Source: an optimization exercise on an open RTL-to-GDS flow (aim: small area, a short achievable clock period and few clock cycles). Production flows keep margins and buffers that such runs may drop. In this exercise RTL edits were held to simulation tests only and were not proved equivalent to the original. No activity file was given, so power comes from the tool's default toggle rates.

[run.sh]
#!/bin/bash
# synth_recipe.tcl (not shown) runs the flow's synth.tcl, then flattens the netlist and writes it again
# the make line also repeats each setting of config.mk as NAME=value (left out here)
make -C /OpenROAD-flow-scripts/flow DESIGN_CONFIG=/design/flow/config.mk WORK_HOME=/design/flow/orfs CLKGATE_MAP_FILE= SYNTH_SCRIPT=/design/flow/synth_recipe.tcl finish
[constraint.sdc]
create_clock -name core_clock -period 7.0 [get_ports {clk_i}]
set_input_delay 1.4000 -clock core_clock [delete_from_list [all_inputs] [get_ports {clk_i}]]
set_output_delay 1.4000 -clock core_clock [all_outputs]
set_load 0.01 [all_outputs]
[config.mk]
export PLATFORM = sky130hd
export DESIGN_NAME = kruskal_minimum_spanning_tree
export DESIGN_NICKNAME = kruskal_minimum_spanning_tree
export VERILOG_FILES = /design/flow/design.v
export SDC_FILE = /design/flow/constraint.sdc
export NUM_CORES = 4
export LEC_CHECK = 0
export CAP_MARGIN = 20
export CORE_MARGIN = 2
export CORE_UTILIZATION = 50
export SETUP_SLACK_MARGIN = 3.2
export SLEW_MARGIN = 20
[design.v]
package kmst_pkg;
  localparam int MaxNodes     = 32;
  localparam int MaxEdges     = 64;
  localparam int WeightBits   = 16;
  localparam int TotalW       = 21;
  localparam int CfgW         = 6;
  localparam int NodeCountRst = 32;
  localparam int DataW        = 32;
  localparam int AddrW        = 3;
  localparam logic RegNodeCount = 1'b0;
endpackage
module kmst_edge_mem #(
  parameter int MAX_NODES   = kmst_pkg::MaxNodes,
  parameter int MAX_EDGES   = kmst_pkg::MaxEdges,
  parameter int WEIGHT_BITS = kmst_pkg::WeightBits,
  localparam int NodeW = $clog2(MAX_NODES),
  localparam int EdW   = 2 * NodeW + WEIGHT_BITS
) (
  input  logic           clk_i,
  input  logic           rst_ni,
  input  logic           ins_i,       
  input  logic           seal_i,      
  input  logic [EdW-1:0] wdata_i,
  input  logic           pop_i,       
  output logic [EdW-1:0] head_o
);
  logic [EdW-1:0]       data_q [MAX_EDGES];
  logic [MAX_EDGES-1:0] valid_q, new_q, hot_q;    
  logic [MAX_EDGES-1:0] gt, st, mv, at;
  logic signed [WEIGHT_BITS-1:0] dw;
  logic signed [WEIGHT_BITS-1:0] ew [MAX_EDGES];
  assign dw = wdata_i[WEIGHT_BITS-1:0];
  for (genvar i = 0; i < MAX_EDGES; i++) begin : g_cmp
    assign ew[i] = data_q[i][WEIGHT_BITS-1:0];
    kmst_sgt #(.W(WEIGHT_BITS)) u_gt (.a_i(ew[i]), .b_i(dw), .gt_o(gt[i]));
  end
  always_comb begin
    for (int i = 0; i < MAX_EDGES; i++) begin
      st[i] = valid_q[i] && (!new_q[i] || !gt[i]);
      mv[i] = valid_q[i] && new_q[i] && gt[i];
    end
    for (int i = 0; i < MAX_EDGES; i++) begin
      at[i] = !st[i] && (st[(i + MAX_EDGES - 1) % MAX_EDGES] || hot_q[i]);
    end
  end
  always_ff @(posedge clk_i or negedge rst_ni) begin
    if (!rst_ni) begin
      valid_q <= '0;
      hot_q   <= MAX_EDGES'(1);
    end else begin
      for (int i = 0; i < MAX_EDGES; i++) begin
        if (ins_i && (at[i] || mv[(i + MAX_EDGES - 1) % MAX_EDGES])) begin
          valid_q[i] <= 1'b1;
        end else if (pop_i && hot_q[i]) begin
          valid_q[i] <= 1'b0;
        end
      end
      if (pop_i) begin
        hot_q <= {hot_q[MAX_EDGES-2:0], hot_q[MAX_EDGES-1]};
      end
    end
  end
  always_ff @(posedge clk_i) begin
    for (int i = 0; i < MAX_EDGES; i++) begin
      if (ins_i && (at[i] || mv[(i + MAX_EDGES - 1) % MAX_EDGES])) begin
        data_q[i] <= at[i] ? wdata_i : data_q[(i + MAX_EDGES - 1) % MAX_EDGES];
        new_q[i]  <= !seal_i;
      end else begin
        new_q[i]  <= new_q[i] && !seal_i;
      end
    end
  end
  always_comb begin
    head_o = '0;
    for (int i = 0; i < MAX_EDGES; i++) begin
      head_o = head_o | ({EdW{hot_q[i]}} & data_q[i]);
    end
  end
endmodule
module kmst_sgt #(
  parameter int W = 16
) (
  input  logic [W-1:0] a_i,
  input  logic [W-1:0] b_i,
  output logic         gt_o
);
  localparam int L = $clog2(W);
  logic [W-1:0] ua, ub;
  logic [W-1:0] g [L+1];
  logic [W-1:0] s [L+1];
  assign ua = {~a_i[W-1], a_i[W-2:0]};
  assign ub = {~b_i[W-1], b_i[W-2:0]};
  assign g[0] = ua & ~ub;
  assign s[0] = ~ua & ub;
  for (genvar l = 0; l < L; l++) begin : g_lvl
    for (genvar j = 0; j < (W >> (l + 1)); j++) begin : g_node
      assign g[l+1][j] = g[l][2*j+1] | (!s[l][2*j+1] & g[l][2*j]);
      assign s[l+1][j] = s[l][2*j+1] | (!g[l][2*j+1] & s[l][2*j]);
    end
    if ((W >> (l + 1)) < W) begin : g_pad
      assign g[l+1][W-1:(W >> (l + 1))] = '0;
      assign s[l+1][W-1:(W >> (l + 1))] = '0;
    end
  end
  assign gt_o = g[L][0];
endmodule
module kmst_uf_mem #(
  parameter int MAX_NODES = kmst_pkg::MaxNodes,
  localparam int NodeW = $clog2(MAX_NODES)
) (
  input  logic             clk_i,
  input  logic             clear_i,    
  input  logic             join_i,     
  input  logic [NodeW-1:0] a_i,
  input  logic [NodeW-1:0] b_i,
  output logic             diff_o      
);
  logic [NodeW-1:0] lab_q [MAX_NODES];
  logic [NodeW-1:0] la, lb;
  assign la     = lab_q[a_i];
  assign lb     = lab_q[b_i];
  assign diff_o = (la != lb);
  always_ff @(posedge clk_i) begin
    for (int i = 0; i < MAX_NODES; i++) begin
      if (clear_i) begin
        lab_q[i] <= NodeW'(i);
      end else if (join_i && diff_o && (lab_q[i] == lb)) begin
        lab_q[i] <= la;
      end
    end
  end
endmodule
module kruskal_minimum_spanning_tree #(
  parameter int MAX_NODES   = kmst_pkg::MaxNodes,
  parameter int MAX_EDGES   = kmst_pkg::MaxEdges,
  parameter int WEIGHT_BITS = kmst_pkg::WeightBits,
  localparam int NodeW = $clog2(MAX_NODES),
  localparam int CntW  = $clog2(MAX_EDGES + 1),
  localparam int EdW   = 2 * NodeW + WEIGHT_BITS
) (
  input  logic                                 clk_i,
  input  logic                                 rst_ni,
  input  logic                                 psel,
  input  logic                                 penable,
  input  logic                                 pwrite,
  input  logic [kmst_pkg::AddrW-1:0]           paddr,
  input  logic [kmst_pkg::DataW-1:0]           pwdata,
  output logic [kmst_pkg::DataW-1:0]           prdata,
  output logic                                 pready,
  input  logic                                 in_valid_i,
  output logic                                 in_stall_o,
  input  logic [NodeW-1:0]                     first_node_i,
  input  logic [NodeW-1:0]                     second_node_i,
  input  logic signed [WEIGHT_BITS-1:0]        weight_i,
  input  logic                                 last_edge_i,
  output logic                                 out_valid_o,
  input  logic                                 out_stall_i,
  output logic [NodeW-1:0]                     tree_first_node_o,
  output logic [NodeW-1:0]                     tree_second_node_o,
  output logic signed [kmst_pkg::TotalW-1:0]   total_weight_o,
  output logic                                 is_total_o,
  output logic                                 overflow_o,
  output logic                                 last_o
);
  localparam int GqD  = 3;              
  localparam int GMax = GqD + 1;
  localparam int GcW  = $clog2(GMax + 1);
  logic [kmst_pkg::CfgW-1:0] node_count_q;
  logic [kmst_pkg::CfgW-1:0] prdata_q;
  logic [NodeW:0]            n_eff;
  logic                   ir_ins_q, ir_last_q, ir_drop_q;
  logic [CntW-1:0]        ir_cnt_q;
  logic [EdW-1:0]         ir_data_q;
  logic                   stall_q;
  logic [CntW-1:0]        load_cnt_q;      
  logic                   load_drop_q;
  logic [CntW-1:0]        old_cnt_q;       
  logic [CntW-1:0]        tot_cnt_q;       
  logic [GcW-1:0]         gcnt_q;          
  logic [CntW-1:0]        gq_cnt_q  [GqD];
  logic                   gq_drop_q [GqD];
  logic [GqD-1:0]         gq_v_q;
  logic                   act_q, act_drop_q;
  logic [CntW-1:0]        rem_q;
  logic                   p1_edge_q, p1_mark_q, p1_drop_q, init_q;
  logic [NodeW-1:0]       p1_u_q, p1_v_q;
  logic signed [WEIGHT_BITS-1:0] p1_w_q;
  logic signed [kmst_pkg::TotalW-1:0] total_q;
  logic                   out_valid_q, out_total_q, out_ovf_q;
  logic [NodeW-1:0]       out_u_q, out_v_q;
  logic signed [kmst_pkg::TotalW-1:0] out_sum_q;
  assign pready = 1'b1;
  assign prdata = kmst_pkg::DataW'(prdata_q);
  always_ff @(posedge clk_i or negedge rst_ni) begin
    if (!rst_ni) begin
      node_count_q <= kmst_pkg::CfgW'(kmst_pkg::NodeCountRst);
    end else if (psel && penable && pwrite && (paddr[2] == kmst_pkg::RegNodeCount)) begin
      node_count_q <= pwdata[kmst_pkg::CfgW-1:0];
    end
  end
  always_ff @(posedge clk_i) begin
    prdata_q <= (paddr[2] == kmst_pkg::RegNodeCount) ? node_count_q : '0;
  end
  assign n_eff = (node_count_q > kmst_pkg::CfgW'(MAX_NODES)) ?
                 (NodeW + 1)'(MAX_NODES) : (NodeW + 1)'(node_count_q);
  logic acc, acc_last, edge_ok;
  logic [CntW-1:0] cnt_inc;
  assign in_stall_o = stall_q;
  assign acc      = in_valid_i && !stall_q;
  assign acc_last = acc && last_edge_i;
  assign edge_ok  = ((NodeW + 1)'(first_node_i) < n_eff) &&
                    ((NodeW + 1)'(second_node_i) < n_eff) &&
                    (load_cnt_q != CntW'(MAX_EDGES));
  assign cnt_inc  = load_cnt_q + CntW'(edge_ok);
  logic adv, pop, mark, free, ins;
  assign adv  = !out_valid_q || !out_stall_i;
  assign pop  = adv && act_q && (rem_q != '0);
  assign mark = adv && act_q && (rem_q == '0);
  assign free = !act_q || mark;                
  assign ins  = acc && edge_ok;
  logic old_nz_d, full_d;
  logic [GcW-1:0] gcnt_d;
  assign old_nz_d = (old_cnt_q > CntW'(1)) || ((old_cnt_q == CntW'(1)) && !pop) ||
                    (acc_last && ((load_cnt_q != '0) || edge_ok));
  assign full_d   = ((tot_cnt_q == CntW'(MAX_EDGES)) && !(pop && !ins)) ||
                    ((tot_cnt_q == CntW'(MAX_EDGES - 1)) && ins && !pop);
  assign gcnt_d   = gcnt_q + GcW'(acc_last) - GcW'(mark);
  always_ff @(posedge clk_i or negedge rst_ni) begin
    if (!rst_ni) begin
      stall_q     <= 1'b0;
      load_cnt_q  <= '0;
      load_drop_q <= 1'b0;
      old_cnt_q   <= '0;
      tot_cnt_q   <= '0;
      gcnt_q      <= '0;
      ir_ins_q    <= 1'b0;
      ir_last_q   <= 1'b0;
    end else begin
      old_cnt_q <= old_cnt_q - CntW'(pop) + (acc_last ? cnt_inc : '0);
      tot_cnt_q <= tot_cnt_q + CntW'(ins) - CntW'(pop);
      gcnt_q    <= gcnt_d;
      stall_q   <= (old_nz_d && full_d) || (gcnt_d == GcW'(GMax));
      if (acc) begin
        load_cnt_q  <= last_edge_i ? '0 : cnt_inc;
        load_drop_q <= last_edge_i ? 1'b0 : (load_drop_q || !edge_ok);
      end
      ir_ins_q  <= ins;
      ir_last_q <= acc_last;
    end
  end
  always_ff @(posedge clk_i) begin
    if (acc) begin
      ir_data_q <= {first_node_i, second_node_i, weight_i};
      ir_cnt_q  <= cnt_inc;
      ir_drop_q <= load_drop_q || !edge_ok;
    end
  end
  logic [EdW-1:0] head;
  kmst_edge_mem #(
    .MAX_NODES  (MAX_NODES),
    .MAX_EDGES  (MAX_EDGES),
    .WEIGHT_BITS(WEIGHT_BITS)
  ) u_edge_mem (
    .clk_i  (clk_i),
    .rst_ni (rst_ni),
    .ins_i  (ir_ins_q),
    .seal_i (ir_last_q),
    .wdata_i(ir_data_q),
    .pop_i  (pop),
    .head_o (head)
  );
  logic take_q0, push;
  assign take_q0 = free && gq_v_q[0];
  assign push    = ir_last_q && !(free && !gq_v_q[0]);
  always_ff @(posedge clk_i or negedge rst_ni) begin
    if (!rst_ni) begin
      gq_v_q <= '0;
      act_q  <= 1'b0;
      rem_q  <= '0;
    end else begin
      if (free) begin
        act_q <= gq_v_q[0] || ir_last_q;
        rem_q <= gq_v_q[0] ? gq_cnt_q[0] : ir_cnt_q;
      end else if (pop) begin
        rem_q <= rem_q - CntW'(1);
      end
      for (int i = 0; i < GqD; i++) begin
        if (take_q0) begin
          gq_v_q[i] <= ((i < GqD - 1) && gq_v_q[(i + 1) % GqD]) || (push && gq_v_q[i]);
        end else if (push) begin
          gq_v_q[i] <= (i == 0) || gq_v_q[(i + GqD - 1) % GqD];
        end
      end
    end
  end
  always_ff @(posedge clk_i) begin
    if (free) begin
      act_drop_q <= gq_v_q[0] ? gq_drop_q[0] : ir_drop_q;
    end
    for (int i = 0; i < GqD; i++) begin
      if (take_q0 && (i < GqD - 1) && gq_v_q[(i + 1) % GqD]) begin
        gq_cnt_q[i]  <= gq_cnt_q[(i + 1) % GqD];
        gq_drop_q[i] <= gq_drop_q[(i + 1) % GqD];
      end else if (push && (take_q0 ? gq_v_q[i] : (!gq_v_q[i] && ((i == 0) || gq_v_q[(i + GqD - 1) % GqD])))) begin
        gq_cnt_q[i]  <= ir_cnt_q;
        gq_drop_q[i] <= ir_drop_q;
      end
    end
  end
  logic diff, p1_join;
  assign p1_join = adv && p1_edge_q;
  kmst_uf_mem #(
    .MAX_NODES(MAX_NODES)
  ) u_uf_mem (
    .clk_i  (clk_i),
    .clear_i(init_q || (adv && p1_mark_q)),
    .join_i (p1_join),
    .a_i    (p1_u_q),
    .b_i    (p1_v_q),
    .diff_o (diff)
  );
  always_ff @(posedge clk_i or negedge rst_ni) begin
    if (!rst_ni) begin
      init_q      <= 1'b1;
      p1_edge_q   <= 1'b0;
      p1_mark_q   <= 1'b0;
      out_valid_q <= 1'b0;
    end else begin
      init_q <= 1'b0;
      if (adv) begin
        p1_edge_q   <= pop;
        p1_mark_q   <= mark;
        out_valid_q <= (p1_edge_q && diff) || p1_mark_q;
      end
    end
  end
  always_ff @(posedge clk_i) begin
    if (pop) begin
      {p1_u_q, p1_v_q, p1_w_q} <= head;
    end
    if (mark) begin
      p1_drop_q <= act_drop_q;
    end
    if (init_q || (adv && p1_mark_q)) begin
      total_q <= '0;
    end else if (p1_join && diff) begin
      total_q <= total_q + kmst_pkg::TotalW'(p1_w_q);
    end
    if (adv) begin
      out_total_q <= p1_mark_q;
      out_ovf_q   <= p1_mark_q && p1_drop_q;
      out_u_q     <= p1_mark_q ? '0 : p1_u_q;
      out_v_q     <= p1_mark_q ? '0 : p1_v_q;
      out_sum_q   <= p1_mark_q ? total_q : '0;
    end
  end
  assign out_valid_o        = out_valid_q;
  assign tree_first_node_o  = out_u_q;
  assign tree_second_node_o = out_v_q;
  assign total_weight_o     = out_sum_q;
  assign is_total_o         = out_total_q;
  assign overflow_o         = out_ovf_q;
  assign last_o             = out_total_q;
endmodule
==> impl_metrics.csv <==
group,metric,value,unit
logic_synthesis,ys_types,123,
logic_synthesis,synthFlopType,"edfxtp_1",
clock_network,cts_buffer_depth,4,
floorplanning,io_pins,138,
logic_synthesis,syn_avg_cell_area,11.15,sq um
clock_network,cts_max_level,5,
clock_network,clock_sinks,2211,
logic_synthesis,synth-edff-count,1783,
floorplanning,start_util,50.29,%
clock_network,holdBufCountCts,0,
logic_synthesis,yosys_register_bits,2211,
logic_synthesis,ys_seq_area_share,50.33,%
outcome,status,"did not finish",
grt,grt_max_degree,108,
place,pre_cts_ws,1294,ps
clock_network,cts_buffers,274,
logic_synthesis,synthCells,11220,
logic_synthesis,syn-cell-area,0.1252,sq mm
clock_network,root_buffer,"clkbuf_16",
floorplanning,die_h,504.4,um
grt,grt_overflow,6,
outcome,haltStage,"global routing (5_1_grt)",
place,gp_congestion,1.167,
logic_synthesis,async_reset_ff_share,8.005,%
place,port_buffers,82,
floorplanning,die_x,504.4,um
floorplanning,rows,183,
place,hpwlAfterDp,530.9,mm
outcome,stop_error,"[ERROR GRT-0232] Routing congestion too high. Check the congestion heatmap in the GUI.",
logic_synthesis,ys.warnings.count,13,
grt,track_usage,73.12,%
==> per-stage QoR <==
step	cells	total power (uW)	hold slack [ps]	utilization (%)	area, sq um
floorplan	11250	43590	400.3	-	125700
global placement	14120	62000	412.4	52.71	131200
detailed placement	14120	62760	409.9	52.72	131200
CTS	15500	93960	414.0	64.66	160900
==> cells by family after synthesis <==
| logic type | Yosys count | synth area share (%) |
|---|---|---|
| DFF | 2211 | 50.33 |
| muxes | 1527 | 13.39 |
| other | 2 | 0.006000 |
| buffers and inverters | 1525 | 5.076 |
| xor gates and xnor gates | 195 | 1.364 |
| adders and majority gates | 515 | 4.277 |
| AOI/OAI and AO/OA | 2749 | 15.49 |
| and+or+nand+nor | 2499 | 10.07 |
==> metal layers <==
metal	overflow	GRT usage, %
met1	0	76.63
met2	5	83.18
met3	0	63.93
met4	1	63.57
met5	0	46.06
==> worst max-delay path by stage <==
stage                           from                       end  slack (ps)  depth (start not counted)
CTS                     ir_data_q[0]   u_edge_mem.data_q[8][0]        2770                         23
floorplan           second_node_i[0]              old_cnt_q[6]        2720                         21
detailed placement      ir_data_q[0]  u_edge_mem.data_q[11][3]        1290                         11
global placement        ir_data_q[0]  u_edge_mem.data_q[11][3]        1250                         11
==> power groups by stage <==
stage	clock (uW)	combinational (uW)	sequential [uW]
after CTS	13800	56600	23600
after floorplan	0	22700	20900
after global placement	0	38200	23800
after detailed placement	0	38900	23900
==> synthesized netlist by cell type, types with 47 or more instances <==
master / number / area [sq um]
nand2_1: 963 / 3615
xnor2_1: 56 / 490.5
mux2i_1: 384 / 3844
a221oi_1: 441 / 3862
and2_1: 52 / 325.3
xor2_1: 139 / 1217
a21oi_1: 300 / 1501
nor2_1: 332 / 1246
o22ai_1: 144 / 900.9
maj3_1: 441 / 4414
ha_1: 57 / 713.2
nand2b_1: 222 / 1389
inv_1: 548 / 2057
buf_4: 83 / 623.1
mux2_1: 47 / 529.3
dfrtp_1: 174 / 4354
edfxtp_1: 1783 / 53540
nor3_1: 102 / 510.5
o21a_1: 48 / 360.4
a31oi_1: 67 / 419.2
nand4_1: 147 / 919.6
a22oi_1: 85 / 638.1
clkbuf_1: 570 / 2140
o21ai_0: 743 / 3719
nand3_1: 239 / 1196
a22o_1: 347 / 3039
nor2b_1: 209 / 1308
a21o_1: 69 / 518.0
dfxtp_1: 251 / 5025
buf_1: 104 / 390.4
buf_2: 198 / 991.0
mux2_2: 1083 / 12200
==> what timing repair did <==
item	in CTS
setup endpoints to repair	3649
setup buffers	688
pin swaps	324
gates cloned	223
hold endpoints to repair	0
gates resized for setup	2096
Testbench counts, summed over its fixed seeds: cycles 5,234.
